Background: an optimization exercise with open tools, aiming at small area. Do not read the settings as production practice.
RTL that was checked went through simulation tests only; none was proved equivalent to the original.
Power figures rest on the tool's default switching activity, not on a simulated workload.

==> inputs of job 8322 <==
==> flow/design.v <==
package display_pkg;
    localparam int hcount_w  = 11;     
    localparam int vcount_w  = 10;     
    localparam int rgb_w     = 12;     
    localparam int ow = 2 + hcount_w + vcount_w;
    localparam int pw = 1 + hcount_w + vcount_w;
    localparam int num_obj    = 5;     
    localparam int num_hearts = 3;
    localparam int score_max  = 999;   
    localparam int char_x = 10;
    localparam int char_w = 45;
    localparam int char_h = 40;
    localparam int coll_w  = 15;
    localparam int coll_h  = 16;
    localparam int shark_w = 40;
    localparam int shark_h = 20;
    localparam int heart_y  = 20;
    localparam int heart_w  = 40;
    localparam int heart_h  = 40;
    localparam int heart_x0 = 20;      
    localparam int heart_dx = 60;      
    localparam logic [rgb_w-1:0] color_char        = 12'hFA0;
    localparam logic [rgb_w-1:0] color_coll        = 12'hFF0;
    localparam logic [rgb_w-1:0] color_shark       = 12'h888;
    localparam logic [rgb_w-1:0] color_heart_full  = 12'hF00;
    localparam logic [rgb_w-1:0] color_heart_empty = 12'h444;
    localparam logic [rgb_w-1:0] color_sky         = 12'hBDF;   
    localparam logic [rgb_w-1:0] color_water       = 12'h00F;   
    localparam logic [1:0] kind_coll  = 2'd0;
    localparam logic [1:0] kind_shark = 2'd1;
    typedef struct packed {
        logic [1:0]          kind;
        logic [hcount_w-1:0] x;
        logic [vcount_w-1:0] y;
    } obj_word_t;
    typedef struct packed {
        logic                valid;
        logic [hcount_w-1:0] x;   
        logic [vcount_w-1:0] y;   
    } place_t;
    typedef struct packed {
        logic [3:0] hundreds;
        logic [3:0] tens;
        logic [3:0] ones;
    } digits_t;
endpackage
module display_top (
    input  logic         vclock,
    input  logic         reset,
    input  logic         vsync,       
    input  logic [10:0]  hcount,      
    input  logic [9:0]   vcount,      
    input  logic [9:0]   wave_prof,
    input  logic [9:0]   p_vpos,
    input  logic [114:0] obj_words,   
    input  logic [9:0]   score,
    input  logic [1:0]   health,
    output logic [11:0]  rgb,
    output logic [11:0]  digits       
);
    localparam int num_obj = display_pkg::num_obj;
    function automatic logic lt_c(input logic [10:0] a, input logic [10:0] c);
        logic lt;
        lt = 1'b0;
        for (int i = 0; i < 11; i++)
            lt = (~a[i] & c[i]) | (~(a[i] ^ c[i]) & lt);
        lt_c = lt;
    endfunction
    function automatic logic le(input logic [9:0] a, input logic [9:0] b);
        logic r;
        r = 1'b1;
        for (int i = 0; i < 10; i++)
            r = (~a[i] & b[i]) | (~(a[i] ^ b[i]) & r);
        le = r;
    endfunction
    function automatic logic [9:0] clamp999(input logic [9:0] b);
        logic over;
        over = (&b[9:5]) & (b[4] | b[3]);
        clamp999 = {b[9:5], b[4:3] & ~{2{over}}, b[2:0] | {3{over}}};
    endfunction
    logic                vsync_q;
    logic                frame;        
    logic                char_v;
    logic [9:0]          char_y;
    logic [num_obj-1:0]  c_v;          
    logic [num_obj-1:0]  s_v;          
    logic [10:0]         ox [num_obj];
    logic [9:0]          oy [num_obj];
    logic [1:0]          hlth;
    logic [9:0]          score_q;      
    assign frame = ~reset & ~vsync & vsync_q;
    always_ff @(posedge vclock) begin
        if (reset) begin
            vsync_q <= 1'b1;
            char_v  <= 1'b0;
            hlth    <= '0;
            score_q <= '0;
        end else begin
            vsync_q <= vsync;
            if (frame) begin
                char_v  <= 1'b1;
                hlth    <= health;
                score_q <= clamp999(score);
            end
        end
    end
    always_ff @(posedge vclock) begin
        if (frame) begin
            for (int i = 0; i < num_obj; i++) begin
                c_v[i] <= (obj_words[23*i +: 23] != '0) && (obj_words[23*i+21 +: 2] == 2'd0);
                s_v[i] <= (obj_words[23*i+21 +: 2] == 2'd1);
            end
            char_y <= p_vpos;
            for (int i = 0; i < num_obj; i++) begin
                ox[i] <= obj_words[23*i+10 +: 11];
                oy[i] <= obj_words[23*i +: 10];
            end
        end
    end
    function automatic logic [11:0] addn(input logic [10:0] x, input logic [10:0] hn);
        logic c;
        logic [10:0] s;
        c = 1'b0;
        for (int i = 0; i < 11; i++) begin
            s[i] = x[i] ^ hn[i] ^ c;
            c    = (x[i] & hn[i]) | (c & (x[i] ^ hn[i]));
        end
        addn = {c, s};
    endfunction
    logic [10:0]   hn;      
    logic [10:0]   vn;
    logic          char_hit;
    logic [num_obj-1:0] coll_hit, shark_hit;
    logic [11:0]   cd;
    assign hn = ~hcount;
    assign vn = ~{1'b0, vcount};
    assign cd = addn({1'b0, char_y}, vn);
    assign char_hit = char_v && !cd[11] && lt_c(~cd[10:0], 11'd40) &&
                      !lt_c(hcount, 11'd10) && lt_c(hcount, 11'd55);
    for (genvar i = 0; i < num_obj; i++) begin : g_obj
        logic [11:0] sx, sy;
        logic [10:0] dx, dy;
        assign sx = addn(ox[i], hn);
        assign sy = addn({1'b0, oy[i]}, vn);
        assign dx = ~sx[10:0];
        assign dy = ~sy[10:0];
        assign coll_hit[i]  = c_v[i] && !sx[11] && !sy[11] && (&sx[10:4]) && (|sx[3:0]) && (&sy[9:4]);
        assign shark_hit[i] = s_v[i] && !sx[11] && !sy[11] && (&sx[10:6]) && (sx[5] || (sx[4] && sx[3])) && (&sy[9:5]) && (sy[4] || (sy[3] && sy[2]));
    end
    logic [1:0] hl_next;
    logic       heart_row, heart_hit, heart_full;
    assign hl_next   = frame ? health : hlth;
    assign heart_row = !lt_c({1'b0, vcount}, 11'd20) && lt_c({1'b0, vcount}, 11'd60);
    always_comb begin
        heart_hit  = 1'b0;
        heart_full = 1'b0;
        if (!lt_c(hcount, 11'd20) && lt_c(hcount, 11'd60)) begin
            heart_hit  = heart_row;
            heart_full = hl_next != 2'd0;
        end else if (!lt_c(hcount, 11'd80) && lt_c(hcount, 11'd120)) begin
            heart_hit  = heart_row;
            heart_full = hl_next[1];
        end else if (!lt_c(hcount, 11'd140) && lt_c(hcount, 11'd180)) begin
            heart_hit  = heart_row;
            heart_full = hl_next == 2'd3;
        end
    end
    localparam logic [2:0] k_black = 3'b000;
    localparam logic [2:0] k_char  = 3'b110;
    localparam logic [2:0] k_coll  = 3'b111;
    localparam logic [2:0] k_shark = 3'b010;
    localparam logic [2:0] k_hfull = 3'b100;
    localparam logic [2:0] k_hempt = 3'b101;
    localparam logic [2:0] k_sky   = 3'b011;
    localparam logic [2:0] k_water = 3'b001;
    logic [2:0] code, c1, c2;
    always_comb begin
        if (char_hit)            code = k_char;
        else if (char_v && |coll_hit)  code = k_coll;
        else if (char_v && |shark_hit) code = k_shark;
        else if (heart_hit)      code = heart_full ? k_hfull : k_hempt;
        else if (le(vcount, wave_prof)) code = k_sky;
        else                     code = k_water;
    end
    always_ff @(posedge vclock) begin
        if (reset) begin
            c1 <= k_black;
            c2 <= k_black;
        end else begin
            c1 <= code;
            c2 <= c1;
        end
    end
    always_comb begin
        case (c2)
            k_char:  rgb = display_pkg::color_char;
            k_coll:  rgb = display_pkg::color_coll;
            k_shark: rgb = display_pkg::color_shark;
            k_hfull: rgb = display_pkg::color_heart_full;
            k_hempt: rgb = display_pkg::color_heart_empty;
            k_sky:   rgb = display_pkg::color_sky;
            k_water: rgb = display_pkg::color_water;
            default: rgb = 12'h000;
        endcase
    end
    function automatic logic [3:0] div5_step(input logic [2:0] r, input logic bit_in);
        logic       q;
        logic [2:0] n;
        q    = r[2] | (r[1] & (r[0] | bit_in));
        n[2] = (r[2] & bit_in) | (r[1] & ~r[0] & ~bit_in);
        n[1] = (r[2] & ~bit_in) | (r[0] & (~r[1] | bit_in));
        n[0] = (r[2] & ~bit_in) | (~r[2] & ~r[1] & bit_in) | (r[1] & r[0] & ~bit_in);
        div5_step = {q, n};
    endfunction
    function automatic logic [11:0] to_bcd(input logic [9:0] b);
        logic [3:0] t;
        logic [8:0] q1;    
        logic [2:0] r1;
        logic [5:0] q2;    
        logic [2:0] r2;
        r1 = 3'd0;
        for (int i = 9; i >= 1; i--) begin
            t = div5_step(r1, b[i]);
            q1[i-1] = t[3];
            r1 = t[2:0];
        end
        r2 = 3'd0;
        for (int i = 6; i >= 1; i--) begin
            t = div5_step(r2, q1[i]);
            q2[i-1] = t[3];
            r2 = t[2:0];
        end
        to_bcd = {q2[3:0], r2, q1[0], r1, b[0]};
    endfunction
    assign digits = to_bcd(score_q);
endmodule
==> flow/flow/run.sh <==
#!/bin/bash
# The standard layout, with three changes to how it is made:
#  - ABC's area script is flow/abc_area.script (registers are untouched);
#  - the port buffers are sky130_fd_sc_hd__buf_1 cells;
#  - clock tree synthesis inserts no dummy loads.
set -euo pipefail
rm -rf scripts_mod
cp -r "$FLOW_HOME/scripts" scripts_mod
cp flow/abc_area.script scripts_mod/abc_area.script
export BUFFER_PORTS_ARGS="-buffer_cell sky130_fd_sc_hd__buf_1"
export CTS_ARGS="-sink_clustering_enable -repair_clock_nets -dont_use_dummy_load -buf_list {sky130_fd_sc_hd__clkbuf_4 sky130_fd_sc_hd__clkbuf_2}"
bash standard.sh SCRIPTS_DIR="$PWD/scripts_mod" finish > standard.log 2>&1
==> flow/flow/abc_area.script <==
strash
&get -n
&deepsyn -T 60
&put
dch
amap
==> flow/standard.sh <==
#!/bin/bash
# synth_recipe.tcl (not shown) runs the flow's synth.tcl, then flattens the netlist and writes it again
# the make line also repeats each setting of config.mk as NAME=value (left out here)
make -C /OpenROAD-flow-scripts/flow DESIGN_CONFIG=/design/flow/config.mk WORK_HOME=/design/flow/orfs CLKGATE_MAP_FILE= SYNTH_SCRIPT=/design/flow/synth_recipe.tcl "${@:-finish}"
==> flow/config.mk <==
export PLATFORM = sky130hd
export DESIGN_NAME = display_top
export DESIGN_NICKNAME = display_top
export VERILOG_FILES = /design/flow/design.v
export SDC_FILE = /design/flow/constraint.sdc
export NUM_CORES = 4
export LEC_CHECK = 0
export ABC_AREA = 1
export CAP_MARGIN = 20
export CORE_MARGIN = 2
export CORE_UTILIZATION = 65
export PLACE_DENSITY = 0.75
export SLEW_MARGIN = 20
==> flow/constraint.sdc <==
create_clock -name core_clock -period 12.5 [get_ports {vclock}]
set_input_delay 2.5000 -clock core_clock [delete_from_list [all_inputs] [get_ports {vclock}]]
set_output_delay 2.5000 -clock core_clock [all_outputs]
set_load 0.01 [all_outputs]
==> job 6359: changes against job 8322 <==
==> flow/design.v, changed modules only <==
module display_top (
    input  logic         vclock,
    input  logic         reset,
    input  logic         vsync,       
    input  logic [10:0]  hcount,      
    input  logic [9:0]   vcount,      
    input  logic [9:0]   wave_prof,
    input  logic [9:0]   p_vpos,
    input  logic [114:0] obj_words,   
    input  logic [9:0]   score,
    input  logic [1:0]   health,
    output logic [11:0]  rgb,
    output logic [11:0]  digits       
);
    localparam int num_obj = display_pkg::num_obj;
    logic                vsync_q;
    logic                frame;        
    logic                char_v;
    logic [9:0]          char_y;
    logic [num_obj-1:0]  c_v;          
    logic [num_obj-1:0]  s_v;          
    logic [10:0]         ox [num_obj];
    logic [9:0]          oy [num_obj];
    logic [1:0]          hlth;
    logic [9:0]          score_q;      
    assign frame = ~reset & ~vsync & vsync_q;
    always_ff @(posedge vclock) begin
        if (reset) begin
            vsync_q <= 1'b1;
            char_v  <= 1'b0;
            c_v     <= '0;
            s_v     <= '0;
            hlth    <= '0;
            score_q <= '0;
        end else begin
            vsync_q <= vsync;
            if (frame) begin
                char_v  <= 1'b1;
                hlth    <= health;
                score_q <= (score > 10'd999) ? 10'd999 : score;
                for (int i = 0; i < num_obj; i++) begin
                    c_v[i] <= (obj_words[23*i +: 23] != '0) && (obj_words[23*i+21 +: 2] == 2'd0);
                    s_v[i] <= (obj_words[23*i+21 +: 2] == 2'd1);
                end
            end
        end
    end
    always_ff @(posedge vclock) begin
        if (frame) begin
            char_y <= p_vpos;
            for (int i = 0; i < num_obj; i++) begin
                ox[i] <= obj_words[23*i+10 +: 11];
                oy[i] <= obj_words[23*i +: 10];
            end
        end
    end
    function automatic logic [11:0] addn(input logic [10:0] x, input logic [10:0] hn);
        logic c;
        logic [10:0] s;
        c = 1'b0;
        for (int i = 0; i < 11; i++) begin
            s[i] = x[i] ^ hn[i] ^ c;
            c    = (x[i] & hn[i]) | (x[i] & c) | (hn[i] & c);
        end
        addn = {c, s};
    endfunction
    function automatic logic lt_c(input logic [10:0] a, input logic [10:0] c);
        logic lt;
        lt = 1'b0;
        for (int i = 0; i < 11; i++)
            lt = (~a[i] & c[i]) | (~(a[i] ^ c[i]) & lt);
        lt_c = lt;
    endfunction
    logic [10:0]   hn;      
    logic [10:0]   vn;
    logic          char_hit;
    logic [num_obj-1:0] coll_hit, shark_hit;
    logic [11:0]   cd;
    assign hn = ~hcount;
    assign vn = ~{1'b0, vcount};
    assign cd = addn({1'b0, char_y}, vn);
    assign char_hit = char_v && !cd[11] && lt_c(~cd[10:0], 11'd40) &&
                      !lt_c(hcount, 11'd10) && lt_c(hcount, 11'd55);
    for (genvar i = 0; i < num_obj; i++) begin : g_obj
        logic [11:0] sx, sy;
        logic [10:0] dx, dy;
        assign sx = addn(ox[i], hn);
        assign sy = addn({1'b0, oy[i]}, vn);
        assign dx = ~sx[10:0];
        assign dy = ~sy[10:0];
        assign coll_hit[i]  = c_v[i] && !sx[11] && !sy[11] && lt_c(dx, 11'd15) && lt_c(dy, 11'd16);
        assign shark_hit[i] = s_v[i] && !sx[11] && !sy[11] && lt_c(dx, 11'd40) && lt_c(dy, 11'd20);
    end
    logic [1:0] hl_next;
    logic       heart_row, heart_hit, heart_full;
    assign hl_next   = frame ? health : hlth;
    assign heart_row = (vcount >= 10'd20) && (vcount <= 10'd59);
    always_comb begin
        heart_hit  = 1'b0;
        heart_full = 1'b0;
        if (hcount >= 11'd20 && hcount <= 11'd59) begin
            heart_hit  = heart_row;
            heart_full = hl_next != 2'd0;
        end else if (hcount >= 11'd80 && hcount <= 11'd119) begin
            heart_hit  = heart_row;
            heart_full = hl_next[1];
        end else if (hcount >= 11'd140 && hcount <= 11'd179) begin
            heart_hit  = heart_row;
            heart_full = hl_next == 2'd3;
        end
    end
    localparam logic [2:0] k_black = 3'd0;
    localparam logic [2:0] k_char  = 3'd1;
    localparam logic [2:0] k_coll  = 3'd2;
    localparam logic [2:0] k_shark = 3'd3;
    localparam logic [2:0] k_hfull = 3'd4;
    localparam logic [2:0] k_hempt = 3'd5;
    localparam logic [2:0] k_sky   = 3'd6;
    localparam logic [2:0] k_water = 3'd7;
    logic [2:0] code, c1, c2;
    always_comb begin
        if (char_hit)            code = k_char;
        else if (|coll_hit)      code = k_coll;
        else if (|shark_hit)     code = k_shark;
        else if (heart_hit)      code = heart_full ? k_hfull : k_hempt;
        else if (vcount <= wave_prof) code = k_sky;
        else                     code = k_water;
    end
    always_ff @(posedge vclock) begin
        if (reset) begin
            c1 <= k_black;
            c2 <= k_black;
        end else begin
            c1 <= code;
            c2 <= c1;
        end
    end
    always_comb begin
        case (c2)
            k_char:  rgb = display_pkg::color_char;
            k_coll:  rgb = display_pkg::color_coll;
            k_shark: rgb = display_pkg::color_shark;
            k_hfull: rgb = display_pkg::color_heart_full;
            k_hempt: rgb = display_pkg::color_heart_empty;
            k_sky:   rgb = display_pkg::color_sky;
            k_water: rgb = display_pkg::color_water;
            default: rgb = 12'h000;
        endcase
    end
    function automatic logic [3:0] add3(input logic [3:0] x);
        add3[3] = x[3] | (x[2] & (x[1] | x[0]));
        add3[2] = (x[3] & x[0]) | (x[2] & ~x[1] & ~x[0]);
        add3[1] = (x[3] & ~x[0]) | (~x[2] & x[1]) | (x[1] & x[0]);
        add3[0] = (x[3] & ~x[0]) | (~x[3] & ~x[2] & x[0]) | (x[2] & x[1] & ~x[0]);
    endfunction
    function automatic logic [11:0] to_bcd(input logic [9:0] b);
        logic [21:0] s;
        s = {12'd0, b};
        for (int i = 0; i < 10; i++) begin
            s[13:10] = add3(s[13:10]);
            s[17:14] = add3(s[17:14]);
            s[21:18] = add3(s[21:18]);
            s = {s[20:0], 1'b0};
        end
        to_bcd = s[21:10];
    endfunction
    assign digits = to_bcd(score_q);
endmodule
==> flow/run.sh (new file) <==
#!/bin/bash
# synth_recipe.tcl (not shown) runs the flow's synth.tcl, then flattens the netlist and writes it again
# the make line also repeats each setting of config.mk as NAME=value (left out here)
make -C /OpenROAD-flow-scripts/flow DESIGN_CONFIG=/design/flow/config.mk WORK_HOME=/design/flow/orfs CLKGATE_MAP_FILE= SYNTH_SCRIPT=/design/flow/synth_recipe.tcl finish
Settings changed: CORE_UTILIZATION 65 to 40, PLACE_DENSITY 0.75 to 0.6.
removed: flow/flow/run.sh
removed: flow/flow/abc_area.script
removed: flow/standard.sh
==> job 9076: changes against job 8322 <==
--- a/flow/design.v
+++ b/flow/design.v
@@ -74,9 +74,4 @@
         le = r;
     endfunction
-    function automatic logic [9:0] clamp999(input logic [9:0] b);
-        logic over;
-        over = (&b[9:5]) & (b[4] | b[3]);
-        clamp999 = {b[9:5], b[4:3] & ~{2{over}}, b[2:0] | {3{over}}};
-    endfunction
     logic                vsync_q;
     logic                frame;        
@@ -101,5 +96,5 @@
                 char_v  <= 1'b1;
                 hlth    <= health;
-                score_q <= clamp999(score);
+                score_q <= lt_c({1'b0, score}, 11'd1000) ? score : 10'd999;
             end
         end
@@ -166,12 +161,12 @@
         end
     end
-    localparam logic [2:0] k_black = 3'b000;
-    localparam logic [2:0] k_char  = 3'b110;
-    localparam logic [2:0] k_coll  = 3'b111;
-    localparam logic [2:0] k_shark = 3'b010;
-    localparam logic [2:0] k_hfull = 3'b100;
-    localparam logic [2:0] k_hempt = 3'b101;
-    localparam logic [2:0] k_sky   = 3'b011;
-    localparam logic [2:0] k_water = 3'b001;
+    localparam logic [2:0] k_black = 3'd0;
+    localparam logic [2:0] k_char  = 3'd1;
+    localparam logic [2:0] k_coll  = 3'd2;
+    localparam logic [2:0] k_shark = 3'd3;
+    localparam logic [2:0] k_hfull = 3'd4;
+    localparam logic [2:0] k_hempt = 3'd5;
+    localparam logic [2:0] k_sky   = 3'd6;
+    localparam logic [2:0] k_water = 3'd7;
     logic [2:0] code, c1, c2;
     always_comb begin
--- a/flow/flow/run.sh
+++ b/flow/flow/run.sh
@@ -9,4 +9,4 @@
 cp flow/abc_area.script scripts_mod/abc_area.script
 export BUFFER_PORTS_ARGS="-buffer_cell sky130_fd_sc_hd__buf_1"
-export CTS_ARGS="-sink_clustering_enable -repair_clock_nets -dont_use_dummy_load -buf_list {sky130_fd_sc_hd__clkbuf_4 sky130_fd_sc_hd__clkbuf_2}"
+export CTS_ARGS="-sink_clustering_enable -repair_clock_nets -dont_use_dummy_load -buf_list {sky130_fd_sc_hd__clkbuf_8 sky130_fd_sc_hd__clkbuf_4}"
 bash standard.sh SCRIPTS_DIR="$PWD/scripts_mod" finish > standard.log 2>&1
==> flow/flow/abc_area.script (replaced) <==
strash
dc2
dch
amap
Settings changed: CORE_UTILIZATION 65 to 40, CTS_BUF_LIST set to sky130_fd_sc_hd__clkbuf_8 sky130_fd_sc_hd__clkbuf_4, PLACE_DENSITY 0.75 to 0.6.
==> comparison table <==
| item | job 8322 | job 6359 | job 9076 |
|---|---|---|---|
| Status | complete, no violations | complete, no violations | complete, no violations |
| Portion of total power attributed to combinational logic | 25.5% | 24.4% | 22.6% |
| Final hold slack | 0.452 ns | 0.438 ns | 0.471 ns |
| Average routed wire per standard cell | 19.6 um | 17.9 um | 18.4 um |
| Worst IR Drop VDD | 0.0805 mV | 0.0759 mV | 0.0594 mV |
| Syn avg cell area | 13.3 um^2 | 10.3 um^2 | 12.8 um^2 |
| Largest stage delay on the critical path | 0.41 ns | 0.85 ns | 0.50 ns |
| Power Dens Cells | 108 nW/um^2 | 118 nW/um^2 | 111 nW/um^2 |
| Worst reg2reg setup slack | 6.35 ns | 7.01 ns | 6.39 ns |
| Worst-case headroom to the max-slew limit | 31.7% | 41.8% | 36.4% |
| Number of tap cells added at floorplan | 172 | 280 | 275 |
| Share of post-route cells with drive strength above 1 | 2.50% | 5.60% | 2.41% |
| Sum of buffers and inverters on the critical path | 8 | 4 | 4 |
| Start point of the worst hold path | c1[1]$_SDFF_PP0_ | c1[0]$_SDFF_PP0_ | c1[2]$_SDFF_PP0_ |
| Reg-to-reg critical path endpoint | c1[1]$_SDFF_PP0_ | c1[0]$_SDFF_PP0_ | c1[1]$_SDFF_PP0_ |
| Post-DP Area | 9300 um^2 | 11300 um^2 | 9510 um^2 |
Function not checked in job 9076: the RTL went through the layout flow alone.

-- afterwards: timing with drivers on the ports --
How much do the figures lean on ideal ports? The routed layouts below were timed once more, with nothing changed but the port constraints. Step 1 (the two cells are an assumption about what drives the block):
set clk [get_ports {vclock}]
set_driving_cell -lib_cell sky130_fd_sc_hd__clkbuf_16 $clk
set_driving_cell -lib_cell sky130_fd_sc_hd__buf_2 [delete_from_list [all_inputs] $clk]
Step 2 also shifts input and output timing later by t, the mid clock arrival at the registers, as if the neighbouring blocks saw the same clock. Slacks: no drivers / after step 1 / after step 2; pairs: no drivers / after step 1.
| run | shift t [ns] | setup WS [ns] | worst hold slack (ns) | worst setup path after step 2 | worst slew at a driven data input, ns |
|---|---|---|---|---|---|
| job 8322 | 0.583 | 3.212 / 3.177 / 3.760 | 0.452 / 0.452 / 0.452 | input to register | 0.06 |
| job 6359 | 0.466 | 4.650 / 4.628 / 4.162 | 0.438 / 0.438 / 0.438 | input to register | 0.08 |
| job 9076 | 0.481 | 4.342 / 4.360 / 3.879 | 0.471 / 0.471 / 0.471 | input to register | 0.07 |
After both steps setup and hold are still met in every run listed. For job 6359, which loses most, drivers alone change the setup slack by -0.022 ns; drivers and shift together by -0.488 ns.
